This is an optimization exercise on Yosys and OpenROAD, whose aim is small area, a short achievable clock period and few clock cycles, not a production implementation. Function was checked by simulation only, so behaviour that the tests miss may differ from the original. Power figures rest on the tool's default switching activity, not on a simulated workload.

==> design.v <==
`default_nettype none
package rv_pkg;
  localparam int XLEN         = 32;
  localparam int DRAIN_CYCLES = 4;    
  typedef logic [XLEN-1:0] word_t;
  typedef logic [4:0]      reg_addr_t;
  typedef enum logic [6:0] {
    OPC_OP     = 7'b0110011,
    OPC_OP_IMM = 7'b0010011,
    OPC_LOAD   = 7'b0000011,
    OPC_STORE  = 7'b0100011,
    OPC_BRANCH = 7'b1100011,
    OPC_LUI    = 7'b0110111
  } opcode_e;
  typedef enum logic [3:0] {
    ALU_ADD  = 4'b0000,
    ALU_SUB  = 4'b1000,
    ALU_SLL  = 4'b0001,
    ALU_SLT  = 4'b0010,
    ALU_SLTU = 4'b0011,
    ALU_XOR  = 4'b0100,
    ALU_SRL  = 4'b0101,
    ALU_SRA  = 4'b1101,
    ALU_OR   = 4'b0110,
    ALU_AND  = 4'b0111
  } alu_op_e;
  typedef enum logic [2:0] {
    BR_EQ  = 3'b000,
    BR_NE  = 3'b001,
    BR_LT  = 3'b100,
    BR_GE  = 3'b101,
    BR_LTU = 3'b110,
    BR_GEU = 3'b111
  } branch_cond_e;
endpackage
`default_nettype wire
`timescale 1ns/10ps
`default_nettype none
module rv_alu (
  input  rv_pkg::word_t   a,
  input  rv_pkg::word_t   b,
  input  logic [3:0] op,
  output rv_pkg::word_t   y
);
  logic [4:0] shamt;
  logic       lt_s;
  logic       lt_u;
  assign shamt = b[4:0];
  assign lt_s  = $signed(a) < $signed(b);
  assign lt_u  = a < b;
  always_comb
  begin
    case (op)
      rv_pkg::ALU_ADD:  y = a + b;
      rv_pkg::ALU_SUB:  y = a - b;
      rv_pkg::ALU_SLL:  y = a << shamt;
      rv_pkg::ALU_SLT:  y = {{(rv_pkg::XLEN-1){1'b0}}, lt_s};
      rv_pkg::ALU_SLTU: y = {{(rv_pkg::XLEN-1){1'b0}}, lt_u};
      rv_pkg::ALU_XOR:  y = a ^ b;
      rv_pkg::ALU_SRL:  y = a >> shamt;
      rv_pkg::ALU_SRA:  y = $unsigned($signed(a) >>> shamt);    
      rv_pkg::ALU_OR:   y = a | b;
      rv_pkg::ALU_AND:  y = a & b;
      default:  y = '0;
    endcase
  end
endmodule
`default_nettype wire
`timescale 1ns/10ps
`default_nettype none
module rv_regfile (
  input  logic              clk,
  input  logic              arst_n,
  input  rv_pkg::reg_addr_t rs1,
  input  rv_pkg::reg_addr_t rs2,
  output rv_pkg::word_t     rs1_data,
  output rv_pkg::word_t     rs2_data,
  input  logic              wr_en,
  input  rv_pkg::reg_addr_t wr_addr,
  input  rv_pkg::word_t     wr_data
);
  rv_pkg::word_t regs [1:31];
  function automatic logic [31:0] rd_port(input rv_pkg::reg_addr_t addr);
    rv_pkg::word_t val;
    if (addr == '0)
      val = '0;
    else if (wr_en && (wr_addr == addr))
      val = wr_data;    
    else
      val = regs[addr];
    rd_port = val;
  endfunction
  always_ff @(posedge clk)
  begin
    if (wr_en && (wr_addr != '0))
      regs[wr_addr] <= wr_data;
  end
  always_comb
  begin
    rs1_data = rd_port(rs1);
    rs2_data = rd_port(rs2);
  end
endmodule
`default_nettype wire
`timescale 1ns/10ps
`default_nettype none
module rv_fetch #(
  parameter rv_pkg::word_t RESET_PC = '0
) (
  input  logic          clk,
  input  logic          arst_n,
  input  logic          stall,
  input  logic          redirect,
  input  rv_pkg::word_t redirect_pc,
  output rv_pkg::word_t imem_addr,
  input  rv_pkg::word_t imem_data,
  output logic          if_valid,
  output rv_pkg::word_t if_pc,
  output rv_pkg::word_t if_instr,
  output logic          halt
);
  localparam int CNT_W = $clog2(rv_pkg::DRAIN_CYCLES + 1);
  rv_pkg::word_t            pc;
  logic             stopped;      
  logic [CNT_W-1:0] drain_cnt;
  logic             zero_word;
  assign imem_addr = pc;
  assign zero_word = (imem_data == '0);
  always_ff @(posedge clk or negedge arst_n)
  begin
    if (!arst_n)
    begin
      pc        <= RESET_PC;
      if_valid  <= 1'b0;
      stopped   <= 1'b0;
      drain_cnt <= '0;
      halt      <= 1'b0;
    end
    else if (redirect)
    begin
      pc       <= redirect_pc;
      if_valid <= 1'b0;         
      stopped  <= 1'b0;
    end
    else if (stopped)
    begin
      if_valid <= 1'b0;
      if (drain_cnt != '0)
        drain_cnt <= drain_cnt - 1'b1;
      if (drain_cnt == CNT_W'(1))
        halt <= 1'b1;
    end
    else if (!stall)
    begin
      if (zero_word)
      begin
        stopped   <= 1'b1;      
        drain_cnt <= CNT_W'(rv_pkg::DRAIN_CYCLES);
        if_valid  <= 1'b0;
      end
      else
      begin
        pc       <= pc + 32'd4;
        if_valid <= 1'b1;
      end
    end
  end
  always_ff @(posedge clk)
  begin
    if (!stall)
    begin
      if_pc    <= pc;
      if_instr <= imem_data;
    end
  end
endmodule
`default_nettype wire
`timescale 1ns/10ps
`default_nettype none
module rv_decode (
  input  logic                 clk,
  input  logic                 arst_n,
  input  logic                 if_valid,
  input  rv_pkg::word_t        if_pc,
  input  rv_pkg::word_t        if_instr,
  input  logic                 redirect,
  input  logic                 ex_valid,
  input  rv_pkg::reg_addr_t    ex_rd,
  input  logic                 ex_is_load,
  output rv_pkg::reg_addr_t    rs1,
  output rv_pkg::reg_addr_t    rs2,
  input  rv_pkg::word_t        rs1_data,
  input  rv_pkg::word_t        rs2_data,
  output logic                 stall,
  output logic                 id_valid,
  output rv_pkg::word_t        id_pc,
  output logic [6:0]      id_opcode,
  output logic [3:0]      id_alu_op,
  output logic [2:0] id_br_cond,
  output rv_pkg::reg_addr_t    id_rs1,
  output rv_pkg::reg_addr_t    id_rs2,
  output rv_pkg::reg_addr_t    id_rd,
  output rv_pkg::word_t        id_imm,
  output rv_pkg::word_t        id_rs1_data,
  output rv_pkg::word_t        id_rs2_data
);
  logic [6:0]    opcode;
  logic [2:0] funct3;
  logic       alt;        
  rv_pkg::reg_addr_t  rd;
  rv_pkg::word_t      imm;
  logic [3:0]    alu_op;
  logic       use_rs1;
  logic       use_rs2;
  assign opcode = if_instr[6:0];
  assign funct3 = if_instr[14:12];
  assign alt    = if_instr[30];
  assign rs1    = if_instr[19:15];
  assign rs2    = if_instr[24:20];
  always_comb
  begin
    imm     = '0;
    alu_op  = rv_pkg::ALU_ADD;    
    rd      = '0;
    use_rs1 = 1'b0;
    use_rs2 = 1'b0;
    case (opcode)
      rv_pkg::OPC_OP:
      begin
        alu_op  = {alt, funct3};
        rd      = if_instr[11:7];
        use_rs1 = 1'b1;
        use_rs2 = 1'b1;
      end
      rv_pkg::OPC_OP_IMM:
      begin
        alu_op  = {alt && (funct3 == 3'b101), funct3};
        imm     = {{20{if_instr[31]}}, if_instr[31:20]};
        rd      = if_instr[11:7];
        use_rs1 = 1'b1;
      end
      rv_pkg::OPC_LOAD:
      begin
        imm     = {{20{if_instr[31]}}, if_instr[31:20]};
        rd      = if_instr[11:7];
        use_rs1 = 1'b1;
      end
      rv_pkg::OPC_STORE:
      begin
        imm     = {{20{if_instr[31]}}, if_instr[31:25], if_instr[11:7]};
        use_rs1 = 1'b1;
        use_rs2 = 1'b1;
      end
      rv_pkg::OPC_BRANCH:
      begin
        imm = {{20{if_instr[31]}}, if_instr[7], if_instr[30:25], if_instr[11:8], 1'b0};
        use_rs1 = 1'b1;
        use_rs2 = 1'b1;
      end
      rv_pkg::OPC_LUI:
      begin
        imm = {if_instr[31:12], 12'b0};
        rd  = if_instr[11:7];
      end
      default: ;
    endcase
  end
  assign stall = if_valid && id_valid && (id_opcode == rv_pkg::OPC_LOAD) && (id_rd != '0) &&
                 ((use_rs1 && (rs1 == id_rd)) || (use_rs2 && (rs2 == id_rd)));
  always_ff @(posedge clk or negedge arst_n)
  begin
    if (!arst_n)
      id_valid <= 1'b0;
    else if (redirect || stall)
      id_valid <= 1'b0;     
    else
      id_valid <= if_valid;
  end
  always_ff @(posedge clk)
  begin
    id_pc       <= if_pc;
    id_opcode   <= opcode;
    id_alu_op   <= alu_op;
    id_br_cond  <= funct3;
    id_rs1      <= rs1;
    id_rs2      <= rs2;
    id_rd       <= rd;
    id_imm      <= imm;
    id_rs1_data <= rs1_data;
    id_rs2_data <= rs2_data;
  end
endmodule
`default_nettype wire
`timescale 1ns/10ps
`default_nettype none
module rv_execute (
  input  logic                 clk,
  input  logic                 arst_n,
  input  logic                 id_valid,
  input  rv_pkg::word_t        id_pc,
  input  logic [6:0]      id_opcode,
  input  logic [3:0]      id_alu_op,
  input  logic [2:0] id_br_cond,
  input  rv_pkg::reg_addr_t    id_rs1,
  input  rv_pkg::reg_addr_t    id_rs2,
  input  rv_pkg::reg_addr_t    id_rd,
  input  rv_pkg::word_t        id_imm,
  input  rv_pkg::word_t        id_rs1_data,
  input  rv_pkg::word_t        id_rs2_data,
  input  logic                 wb_en,
  input  rv_pkg::reg_addr_t    wb_rd,
  input  rv_pkg::word_t        wb_data,
  output logic                 redirect,
  output rv_pkg::word_t        redirect_pc,
  output logic                 ex_valid,
  output rv_pkg::reg_addr_t    ex_rd,
  output rv_pkg::word_t        ex_result,
  output rv_pkg::word_t        ex_store_data,
  output logic                 ex_is_load,
  output logic                 ex_is_store
);
  rv_pkg::word_t op_a;
  rv_pkg::word_t op_b;      
  rv_pkg::word_t alu_b;
  rv_pkg::word_t alu_y;
  logic  taken;
  function automatic logic [31:0] fwd(input rv_pkg::reg_addr_t rs, input rv_pkg::word_t rf_data);
    rv_pkg::word_t val;
    if (ex_valid && !ex_is_load && (ex_rd != '0) && (ex_rd == rs))
      val = ex_result;
    else if (wb_en && (wb_rd == rs))
      val = wb_data;
    else
      val = rf_data;
    fwd = val;
  endfunction
  always_comb
  begin
    op_a = fwd(id_rs1, id_rs1_data);
    op_b = fwd(id_rs2, id_rs2_data);
  end
  assign alu_b = (id_opcode == rv_pkg::OPC_OP) ? op_b : id_imm;
  rv_alu i_alu (
    .a  (op_a),
    .b  (alu_b),
    .op (id_alu_op),
    .y  (alu_y)
  );
  always_comb
  begin
    case (id_br_cond)
      rv_pkg::BR_EQ:   taken = (op_a == op_b);
      rv_pkg::BR_NE:   taken = (op_a != op_b);
      rv_pkg::BR_LT:   taken = $signed(op_a) < $signed(op_b);
      rv_pkg::BR_GE:   taken = $signed(op_a) >= $signed(op_b);
      rv_pkg::BR_LTU:  taken = op_a < op_b;
      rv_pkg::BR_GEU:  taken = op_a >= op_b;
      default: taken = 1'b0;    
    endcase
  end
  assign redirect    = id_valid && (id_opcode == rv_pkg::OPC_BRANCH) && taken;
  assign redirect_pc = id_pc + id_imm;
  always_ff @(posedge clk or negedge arst_n)
  begin
    if (!arst_n)
    begin
      ex_valid    <= 1'b0;
      ex_is_load  <= 1'b0;
      ex_is_store <= 1'b0;
    end
    else
    begin
      ex_valid    <= id_valid;
      ex_is_load  <= id_valid && (id_opcode == rv_pkg::OPC_LOAD);
      ex_is_store <= id_valid && (id_opcode == rv_pkg::OPC_STORE);
    end
  end
  always_ff @(posedge clk)
  begin
    ex_rd         <= id_rd;
    ex_result     <= (id_opcode == rv_pkg::OPC_LUI) ? id_imm : alu_y;   
    ex_store_data <= op_b;
  end
endmodule
`default_nettype wire
`timescale 1ns/10ps
`default_nettype none
module rv_memwb (
  input  logic              clk,
  input  logic              arst_n,
  input  logic              ex_valid,
  input  rv_pkg::reg_addr_t ex_rd,
  input  rv_pkg::word_t     ex_result,
  input  rv_pkg::word_t     ex_store_data,
  input  logic              ex_is_load,
  input  logic              ex_is_store,
  output rv_pkg::word_t     dmem_addr,
  output rv_pkg::word_t     dmem_wdata,
  output logic              dmem_wr_en,
  output logic              dmem_rd_en,
  input  rv_pkg::word_t     dmem_rdata,
  output logic              wb_en,
  output rv_pkg::reg_addr_t wb_rd,
  output rv_pkg::word_t     wb_data
);
  assign dmem_addr  = ex_result;        
  assign dmem_wdata = ex_store_data;
  assign dmem_wr_en = ex_valid && ex_is_store;
  assign dmem_rd_en = ex_valid && ex_is_load;
  always_ff @(posedge clk or negedge arst_n)
  begin
    if (!arst_n)
      wb_en <= 1'b0;
    else
      wb_en <= ex_valid && !ex_is_store && (ex_rd != '0);
  end
  always_ff @(posedge clk)
  begin
    wb_rd   <= ex_rd;
    wb_data <= ex_is_load ? dmem_rdata : ex_result;
  end
endmodule
`default_nettype wire
`timescale 1ns/10ps
`default_nettype none
module rv_core #(
  parameter rv_pkg::word_t RESET_PC = '0
) (
  input  logic          clk,
  input  logic          arst_n,
  output rv_pkg::word_t imem_addr,
  input  rv_pkg::word_t imem_data,
  output rv_pkg::word_t dmem_addr,
  output rv_pkg::word_t dmem_wdata,
  output logic          dmem_wr_en,
  output logic          dmem_rd_en,
  input  rv_pkg::word_t dmem_rdata,
  output logic          halt
);
  logic         stall;
  logic         redirect;
  rv_pkg::word_t        redirect_pc;
  logic         if_valid;
  rv_pkg::word_t        if_pc;
  rv_pkg::word_t        if_instr;
  rv_pkg::reg_addr_t    rs1;
  rv_pkg::reg_addr_t    rs2;
  rv_pkg::word_t        rs1_data;
  rv_pkg::word_t        rs2_data;
  logic         id_valid;
  rv_pkg::word_t        id_pc;
  logic [6:0]      id_opcode;
  logic [3:0]      id_alu_op;
  logic [2:0] id_br_cond;
  rv_pkg::reg_addr_t    id_rs1;
  rv_pkg::reg_addr_t    id_rs2;
  rv_pkg::reg_addr_t    id_rd;
  rv_pkg::word_t        id_imm;
  rv_pkg::word_t        id_rs1_data;
  rv_pkg::word_t        id_rs2_data;
  logic         ex_valid;
  rv_pkg::reg_addr_t    ex_rd;
  rv_pkg::word_t        ex_result;
  rv_pkg::word_t        ex_store_data;
  logic         ex_is_load;
  logic         ex_is_store;
  logic         wb_en;
  rv_pkg::reg_addr_t    wb_rd;
  rv_pkg::word_t        wb_data;
  rv_fetch #(.RESET_PC(RESET_PC)) i_fetch (
    .clk, .arst_n, .stall, .redirect, .redirect_pc,
    .imem_addr, .imem_data, .if_valid, .if_pc, .if_instr, .halt
  );
  rv_regfile i_regfile (
    .clk, .arst_n, .rs1, .rs2, .rs1_data, .rs2_data,
    .wr_en (wb_en), .wr_addr (wb_rd), .wr_data (wb_data)
  );
  rv_decode i_decode (
    .clk, .arst_n, .if_valid, .if_pc, .if_instr, .redirect,
    .ex_valid, .ex_rd, .ex_is_load, .rs1, .rs2, .rs1_data, .rs2_data, .stall,
    .id_valid, .id_pc, .id_opcode, .id_alu_op, .id_br_cond,
    .id_rs1, .id_rs2, .id_rd, .id_imm, .id_rs1_data, .id_rs2_data
  );
  rv_execute i_execute (
    .clk, .arst_n, .id_valid, .id_pc, .id_opcode, .id_alu_op, .id_br_cond,
    .id_rs1, .id_rs2, .id_rd, .id_imm, .id_rs1_data, .id_rs2_data,
    .wb_en, .wb_rd, .wb_data, .redirect, .redirect_pc,
    .ex_valid, .ex_rd, .ex_result, .ex_store_data, .ex_is_load, .ex_is_store
  );
  rv_memwb i_memwb (
    .clk, .arst_n, .ex_valid, .ex_rd, .ex_result, .ex_store_data,
    .ex_is_load, .ex_is_store, .dmem_addr, .dmem_wdata, .dmem_wr_en,
    .dmem_rd_en, .dmem_rdata, .wb_en, .wb_rd, .wb_data
  );
endmodule
`default_nettype wire
==> run.sh <==
#!/bin/bash
# synth_recipe.tcl (not shown) runs the flow's synth.tcl, then flattens the netlist and writes it again
# the make line also repeats each setting of config.mk as NAME=value (left out here)
make -C /OpenROAD-flow-scripts/flow DESIGN_CONFIG=/design/flow/config.mk WORK_HOME=/design/flow/orfs CLKGATE_MAP_FILE= SYNTH_SCRIPT=/design/flow/synth_recipe.tcl finish
==> config.mk <==
export PLATFORM = sky130hd
export DESIGN_NAME = rv_core
export DESIGN_NICKNAME = rv_core
export VERILOG_FILES = /design/flow/design.v
export SDC_FILE = /design/flow/constraint.sdc
export NUM_CORES = 4
export LEC_CHECK = 0
export CAP_MARGIN = 20
export CORE_MARGIN = 2
export CORE_UTILIZATION = 40
export SLEW_MARGIN = 20
==> constraint.sdc <==
create_clock -name core_clock -period 8.0 [get_ports {clk}]
set_input_delay 1.6000 -clock core_clock [delete_from_list [all_inputs] [get_ports {clk}]]
set_output_delay 1.6000 -clock core_clock [all_outputs]
set_load 0.01 [all_outputs]
==> summary.md <==
| Metric | Value |
|---|---|
| Status | `complete, no violations` |
| Final Hold Vio Count | `0` |
| RD Place Congestion | `roughly 1.1` |
| Initial antenna violation count | `7` |
| Clock buffer count from CTS | `148` |
| Post-layout nets | `5,670` |
| Post-Synth XOR/XNOR Area | `1.52%` |
| Number of global-route vias before repair | `approximately 49,000` |
| DPL Wire Length | `around 170,000 um` |
| Seq pwr share | `47.2%` |
| Vias/cell | `6.33` |
| Setup Fix Bufs, Post-CTS | `0` |
| ANT cells | `0` |
| Synth warn | `6` |
| TritonCTS clock tree | `built` |
| Avg Cell Area, Syn | `between 10 and 15 um^2` |
| Die H | `425 um` |
| Multi-input logic area | `just over 0.03 mm^2` |
| # setup viols final | `0` |
| Slew Viols, Final | `0` |
| Latest clock arrival within the worst-skew pair | `just over 0.8 ns` |
| Arrival @ worst endpoint | `7.24 ns` |
| PD cells | `between 200 and 250 mW/mm^2` |
| Ys flop type | `edfxtp_1` |
| Met3 routed WL | `between 20,000 and 25,000 um` |
| Distinct cells, synth | `roughly 100` |
| CTS Buffer Depth | `3` |
| Layout Skew | `between 0.03 and 0.04 ns` |
| Slew of the pin with the lowest slew margin | `about 1.1 ns` |
| Vias | `approximately 50,000` |
| Antenna-violating nets left | `0` |
| Largest net degree at the start of global routing | `93` |
| DR WL met2 | `120,000 um` |
| Max Fclk | `~0.15 GHz` |
| # resized after CTS | `0` |
| Complex-gate fraction of the synthesized area | `11.0%` |
| Sw power | `roughly 0.0049 W` |
| Combinational power share | `between 10% and 20%` |
| Largest family of logic cells by synthesized area | `multiplexers` |
| Die W | `~420 um` |
| Global route overflow | `0` |
| Port bufs | `164` |
| Pleak | `about 28 nW` |
| Final instance area | `between 0.08 and 0.09 mm^2` |
| CTS sink count | `1,362` |
| CP Capture Type | `flop` |
| WS Path Type | `reg -> reg` |
| RSZ-0062 raised after global routing | `false` |
| Register area share after synthesis | `between 50% and 60%` |
| Net Sw Frac | `27.7%` |
| Share of layout cells above drive strength 1 | `around a fifth` |
| Total GRT Usage | `28.5%` |
| Met1 WL | `98,100 um` |
| Clock power frac | `37.6%` |
| Hold buffer count at CTS | `0` |
| Initial core utilization | `between 40% and 50%` |
| Worst setup SP type | `flop` |
| Critical Path RT | `between 8 and 9 ns` |
| Final Critical Period | `between 6 and 7 ns` |
| Setup Total Neg Slack | `0 ns` |
| Max Fanout on Critical Path | `22` |
| Syn Std Cell Area | `just over 0.07 mm^2` |
| Slew HR | `between 20% and 30%` |
| Placement Cell Area | `between 0.07 and 0.08 mm^2` |
| Simple-gate share of the synthesized area | `under 10%` |
| Placeable Area | `roughly 0.18 mm^2` |
| Filler cell count | `approximately 16,000` |
| Top routing layer used | `met5` |
| Async SR Flop Fraction | `approximately 3.2%` |
| Hold Crit Start | `i_fetch.if_pc[1]` |
| # rows | `about 150` |
| Drt initial violations | `6,342` |
| Worst Hold Class | `reg -> reg` |
| Clk slew on worst S/H paths | `0.06 ns` |
| CTS H-tree depth | `4` |
| First-pass GRT wire length | `367,000 um` |
| Register area | `about 0.038 mm^2` |
| Maximum vdd drop | `between 0.0002 and 0.00025 V` |
| Synth-to-Final Area Change | `13.6%` |
| Post-synth EDFFs | `about 1,100` |
| Int Power | `~0.013 W` |
| Finished Core Util | `a little under half` |
| Crit Reg-Reg Startpoint | `i_memwb.wb_rd[2]` |
| #FFs+latches synth | `~1,400` |
| Drt drc | `0` |
| Die area | `roughly 0.18 mm^2` |
| Gate Count Post-Synth | `around 5,300` |
| Crit. Startpoint | `i_memwb.wb_rd[2]` |
| Period utilization | `between 80 and 90%` |
| Routed WL | `between 200,000 and 300,000 um` |
| Post-synthesis net count | `approximately 5,500` |
| WL/cell | `roughly 33 um` |
| # Max-Cap Violations | `0` |
| Adder-cell share of the synthesized area | `under 10%` |
| First-pass detailed-route iteration total | `6` |
| Mux cell area share after synthesis | `20.7%` |
| IO Count | `around 170` |
| Root buffer cell | `clkbuf_16` |
-- path summary, 6_finish.rpt --
kind	endpoint	slack [ns]	cells past startpoint
worst max-delay path	i_execute.ex_result[28]	1.42	22
max in group asynchronous	i_execute.ex_is_load	6.57	2
worst min register to register	i_decode.id_pc[1]	0.32	0
worst min-delay path	i_decode.id_pc[1]	0.32	0
min in group asynchronous	i_fetch.pc[31]	0.90	2
worst max register to register	i_execute.ex_result[28]	1.42	22
-- cells in the mapped netlist, types with 20 or more instances --
cell	number	share of area, %
mux4_2	476	15
nor2_1	410	2.2
a21o_1	61	0.65
edfxtp_1	1056	45
mux2_2	54	0.86
nor2b_1	20	0.18
ha_1	164	2.9
a211oi_1	122	1.3
dfrtp_1	43	1.5
a31oi_1	57	0.50
o21ai_0	216	1.5
and2_1	28	0.25
buf_2	41	0.29
and3_1	30	0.27
xnor2_1	73	0.90
nor3_1	78	0.55
o31ai_1	36	0.38
dfxtp_1	263	7.4
o211ai_1	47	0.50
a221oi_1	29	0.36
clkbuf_1	240	1.3
nand2b_1	29	0.26
buf_1	67	0.36
inv_1	154	0.82
o22ai_1	70	0.62
xor2_1	50	0.62
o221ai_1	39	0.48
nand3_1	73	0.52
a21oi_1	292	2.1
nand2_1	255	1.4
mux2i_1	332	4.7
nand4_1	53	0.47
-- final cells by class --
| class | count | area share (%) |
|---|---|---|
| clock buffer | 194 | 5.00 |
| clock inverter | 73 | 0.874 |
| sequential | 1362 | 47.3 |
| inverter | 161 | 0.751 |
| tap | 2340 | 3.64 |
| multi-input combinational | 3402 | 38.4 |
| timing repair buffer | 362 | 4.02 |
-- layer usage --
metal	global-route usage [%]	vias up
met5	0	-
met4	17.1	8
met2	44.7	2692
met1	36.1	25329
li1	-	21245
met3	6.47	708
-- critical path, stage by stage (launching register included) --
cell and delay [ns]:
dfxtp_1 0.61, xnor2_1 0.19, nand4_1 0.10, buf_4 0.22, nor3_2 0.60, mux2i_1 0.18, a21oi_1 0.42, inv_1 0.20
ha_1 0.28, fa_1 0.48, nor2b_1 0.19, o211ai_1 0.19, a2111oi_0 0.49, buf_4 0.21, o21ai_0 0.35, o21ai_0 0.50
o41ai_1 0.13, buf_4 0.17, o21ai_0 0.23, o22ai_1 0.14, xor2_1 0.16, a221oi_1 0.26, a31oi_1 0.12
-- stage by stage --
stage,std cells,hold slack [ns],total power (W),setup slack (ns)
floorplan,5298,0.323,0.00991,2.33
global placement,7627,0.325,0.0112,1.63
detailed placement,7627,0.327,0.0112,1.61
CTS,7894,0.317,0.0179,1.57
global route,7894,0.337,0.0184,0.971
finish,7894,0.317,0.0178,1.42
-- flip-flops by register name, summed over array words and instances, names as in the netlist, 32 cells and up --
register / flops
i_regfile.regs: 992
i_decode.id_imm: 32
i_decode.id_pc: 32
i_decode.id_rs1_data: 32
i_decode.id_rs2_data: 32
i_execute.ex_result: 32
i_execute.ex_store_data: 32
i_fetch.if_instr: 32
i_fetch.if_pc: 32
i_fetch.pc: 32
i_memwb.wb_data: 32
-- power groups by stage --
stage | Combinational [W] | Sequential [W] | Clock (W)
floorplan | 0.00138 | 0.00853 | 0
global placement | 0.00265 | 0.00855 | 0
detailed placement | 0.00265 | 0.00855 | 0
CTS | 0.00266 | 0.00841 | 0.00682
global route | 0.00287 | 0.00843 | 0.00710
finish | 0.00271 | 0.00842 | 0.00672
-- cell families after synthesis --
kind of cell / Yosys count
AO/OA/AOI/OAI: 1183
XOR/XNOR: 123
adder cells (fa/ha/maj): 167
AND/OR/NAND/NOR: 1065
flip-flops: 1362
buffers and inverters: 534
multiplexers: 864
-- cell usage in the layout, fill, tap and decap left out, types with 61 or more instances in the layout --
| cell type | netlist | routed |
|---|---|---|
| ha_1 | 164 | 164 |
| a21o_1 | 61 | 61 |
| a211oi_1 | 122 | 122 |
| buf_4 | 16 | 189 |
| clkdlybuf4s50_1 | 0 | 163 |
| nand3_1 | 73 | 73 |
| o22ai_1 | 70 | 70 |
| nor3_1 | 78 | 74 |
| nor2_1 | 410 | 376 |
| inv_1 | 154 | 154 |
| o21ai_0 | 216 | 215 |
| xnor2_1 | 73 | 73 |
| a21oi_1 | 292 | 292 |
| nand2_1 | 255 | 254 |
| clkbuf_16 | 0 | 151 |
| mux2i_1 | 332 | 332 |
| mux4_2 | 476 | 476 |
| edfxtp_1 | 1056 | 1056 |
| dfxtp_1 | 263 | 257 |
Testbench counts, summed over its fixed seeds: cycles 51,995.

[afterwards: timing with drivers on the ports]
The flow's constraints put no driver on any port. The routed layout listed below was extracted and timed again, unchanged, in two steps.
Step 1 assumes that a clkbuf_16 drives the clock port and a buf_2 every other input.
Step 2 also shifts input and output timing later by t, the mid clock arrival at the registers, as if the neighbouring blocks saw the same clock.
Slacks: ideal / step 1 / step 2; pairs: ideal / step 1.
t, ns: 0.883
setup slack, ns: 1.421 / 1.421 / 1.421
hold slack, ns: 0.317 / 0.317 / 0.317
worst slew at a driven data input, ns: 0.06
After both steps setup and hold are still met in this run. The setup slack of this run moves by 0.000 ns with the drivers and by 0.000 ns with both steps.
